Background: an optimization exercise with open tools, aiming at small area and a short achievable clock period. Do not read the settings as production practice. Function was checked by simulation only, so behaviour that the tests miss may differ from the original.

// compressor_unit
module compressor_unit
(
    input  logic              clock,
    input  logic              reset_n,
    input  logic [LINE_W-1:0] UnCompressedCache,
    output logic [LINE_W-1:0] CompressedCache,
    output logic [3:0]        Encoding,
    output logic [LINE_W-1:0] DeCompressedCache
);
For scale: ~4,000 cells after synthesis, about 770 I/O pins.
==> flow/config.mk <==
export PLATFORM = sky130hd
export DESIGN_NAME = compressor_unit
export DESIGN_NICKNAME = compressor_unit
export VERILOG_FILES = /design/flow/design.v
export SDC_FILE = /design/flow/constraint.sdc
export NUM_CORES = 8
export LEC_CHECK = 0
export CAP_MARGIN = 20
export CORE_MARGIN = 2
export CORE_UTILIZATION = 40
export SLEW_MARGIN = 20
export SYNTH_HIERARCHICAL = 1
==> flow/constraint.sdc <==
create_clock -name core_clock -period 12.0 [get_ports {clock}]
set_input_delay 2.4000 -clock core_clock [delete_from_list [all_inputs] [get_ports {clock}]]
set_output_delay 2.4000 -clock core_clock [all_outputs]
set_load 0.01 [all_outputs]
standard.sh (not shown) runs the stock make flow with config.mk's settings and CLKGATE_MAP_FILE= SYNTH_SCRIPT=/design/flow/synth_recipe.tcl, a recipe that flattens the netlist after the stock synthesis.
==> flow/flow/run.sh <==
#!/bin/bash
# Layout flow: the standard synthesis and ORFS layout, with two changes to
# how the layout is made:
#  - ports are buffered with buf_2 instead of the delay cell buffer_ports picks;
#  - timing repair may change a cell's footprint and aims for a setup margin,
#    so the design is pushed below the clock period it must meet.
# Each step's full output goes to its own log in this folder (and ORFS keeps
# its per-stage logs under orfs/logs).
set -euo pipefail
MARGIN=${MARGIN:-7.5}
bash standard.sh synth > log_synth.txt 2>&1
export BUFFER_PORTS_ARGS="-buffer_cell sky130_fd_sc_hd__buf_2"
for step in floorplan place cts route finish; do
  bash standard.sh MATCH_CELL_FOOTPRINT=0 SETUP_SLACK_MARGIN=$MARGIN $step > log_$step.txt 2>&1
done
test -s out/final.def
Rerun with:
--- a/flow/design.v
+++ b/flow/design.v
@@ -117,20 +117,19 @@
     input  logic [N-1:0] c1,
     output logic         eq0,
     output logic         eq1
 );
     assign eq0 = (e_hi == c0);
     assign eq1 = (e_hi == c1);
 endmodule
 module bdi_front (
     input  logic [255:0] line,
-    output logic [3:0]   enc,
-    output logic [8:0]   sel,       
+    output logic [7:0]   fit,       
     output logic [95:0]  d8,        
     output logic [63:0]  d4,        
     output logic [63:0]  d2         
 );
     logic [63:0] b8;
     logic [31:0] b4;
     logic [15:0] b2;
     assign b8 = line[63:0];
     assign b4 = line[31:0];
@@ -205,18 +204,27 @@
     logic fit8d1, fit8d2, fit8d4, fit4d1, fit4d2, fit2d1, is_rep8, is_zero;
     assign fit8d1  = &f8d1;
     assign fit8d2  = &f8d2;
     assign fit8d4  = &f8d4;
     assign fit4d1  = &f4d1;
     assign fit4d2  = &f4d2;
     assign fit2d1  = &f2d1;
     assign is_rep8 = &z8;
     assign is_zero = is_rep8 & ~(|b8);
+    assign fit = {is_zero, is_rep8, fit8d1, fit4d1, fit8d2, fit2d1, fit4d2, fit8d4};
+endmodule
+module bdi_decide (
+    input  logic [7:0] fit,
+    output logic [3:0] enc,
+    output logic [8:0] sel        
+);
+    logic is_zero, is_rep8, fit8d1, fit4d1, fit8d2, fit2d1, fit4d2, fit8d4;
+    assign {is_zero, is_rep8, fit8d1, fit4d1, fit8d2, fit2d1, fit4d2, fit8d4} = fit;
     logic s_rep8, s_8d1, s_4d1, s_8d2, s_2d1, s_4d2, s_8d4, s_unc;
     assign s_rep8 = is_rep8 & ~is_zero;
     assign s_8d1  = fit8d1 & ~is_rep8;
     assign s_4d1  = fit4d1 & ~fit8d1;
     assign s_8d2  = fit8d2 & ~fit8d1 & ~fit4d1;
     assign s_2d1  = fit2d1 & ~fit8d2 & ~fit4d1;
     assign s_4d2  = fit4d2 & ~fit4d1 & ~fit8d2 & ~fit2d1;
     assign s_8d4  = fit8d4 & ~fit4d2 & ~fit8d2 & ~fit2d1;
     assign s_unc  = ~fit8d4 & ~fit4d2 & ~fit2d1;
@@ -298,58 +306,60 @@
 module compressor_unit
 (
     input  logic              clock,
     input  logic              reset_n,
     input  logic [LINE_W-1:0] UnCompressedCache,
     output logic [LINE_W-1:0] CompressedCache,
     output logic [3:0]        Encoding,
     output logic [LINE_W-1:0] DeCompressedCache
 );
+    logic [7:0]    w_fit;
     logic [3:0]    w_enc;
     logic [8:0]    w_sel;
     logic [95:0]   w_d8;
     logic [63:0]   w_d4;
     logic [63:0]   w_d2;
     cc_pkg::line_t r_line;
-    logic [3:0]    r_enc;
-    logic [8:0]    r_sel;
+    logic [7:0]    r_fit;
     logic [95:0]   r_d8;
     logic [63:0]   r_d4;
     logic [63:0]   r_d2;
     cc_pkg::line_t r_decomp;
     bdi_front u_front (
         .line (UnCompressedCache),
-        .enc  (w_enc),
-        .sel  (w_sel),
+        .fit  (w_fit),
         .d8   (w_d8),
         .d4   (w_d4),
         .d2   (w_d2)
     );
     always_ff @(posedge clock or negedge reset_n) begin
         if (!reset_n) begin
             r_line   <= '0;
-            r_enc    <= 4'd0;
-            r_sel    <= '0;
+            r_fit    <= '1;      
             r_decomp <= '0;
         end else begin
             r_line   <= UnCompressedCache;
-            r_enc    <= w_enc;
-            r_sel    <= w_sel;
+            r_fit    <= w_fit;
             r_decomp <= r_line;
         end
     end
     always_ff @(posedge clock) begin
         r_d8 <= w_d8;
         r_d4 <= w_d4;
         r_d2 <= w_d2;
     end
+    bdi_decide u_decide (
+        .fit (r_fit),
+        .enc (w_enc),
+        .sel (w_sel)
+    );
     bdi_payload u_payload (
         .line    (r_line),
-        .sel     (r_sel),
+        .sel     (w_sel),
         .d8      (r_d8),
         .d4      (r_d4),
         .d2      (r_d2),
         .payload (CompressedCache)
     );
-    assign Encoding          = r_enc;
+    assign Encoding          = w_enc;
     assign DeCompressedCache = r_decomp;
 endmodule
The changed run completed without violations; worst setup slack improved by 0.098 ns; critical path depth falls by 4; routed wire length rises by a few percent; global-route usage rises by 1.6 points; cell area rises slightly; clock-buffer cell count rises by 11.

## afterwards: timing with drivers on the ports
In the flow no input, the clock included, has a driving cell. The finished layouts below were timed again as built, in two steps. Step 1 (the two cells are an assumption about what drives the block):
set clk [get_ports {clock}]
set_driving_cell -lib_cell sky130_fd_sc_hd__clkbuf_16 $clk
set_driving_cell -lib_cell sky130_fd_sc_hd__buf_2 [delete_from_list [all_inputs] $clk]
Step 2 times the ports against the registers' clock, not the clock port: input delays grow and output delays shrink by t, the midpoint of the rising clock arrivals with the driver on. a / b / c = ideal ports / drivers / drivers and shift; a / b = the first two.
| run | t (ns) | setup slack, ns | latest minus earliest clock arrival (ns) |
|---|---|---|---|
| the first run | 0.754 | 6.600 / 6.625 / 5.871 | 0.039 / 0.040 |
| the second run | 0.760 | 6.698 / 6.687 / 5.973 | 0.063 / 0.063 |
After both steps setup and hold are still met in every run listed. For the first run, which loses most, drivers alone change the setup slack by +0.025 ns; drivers and shift together by -0.729 ns.
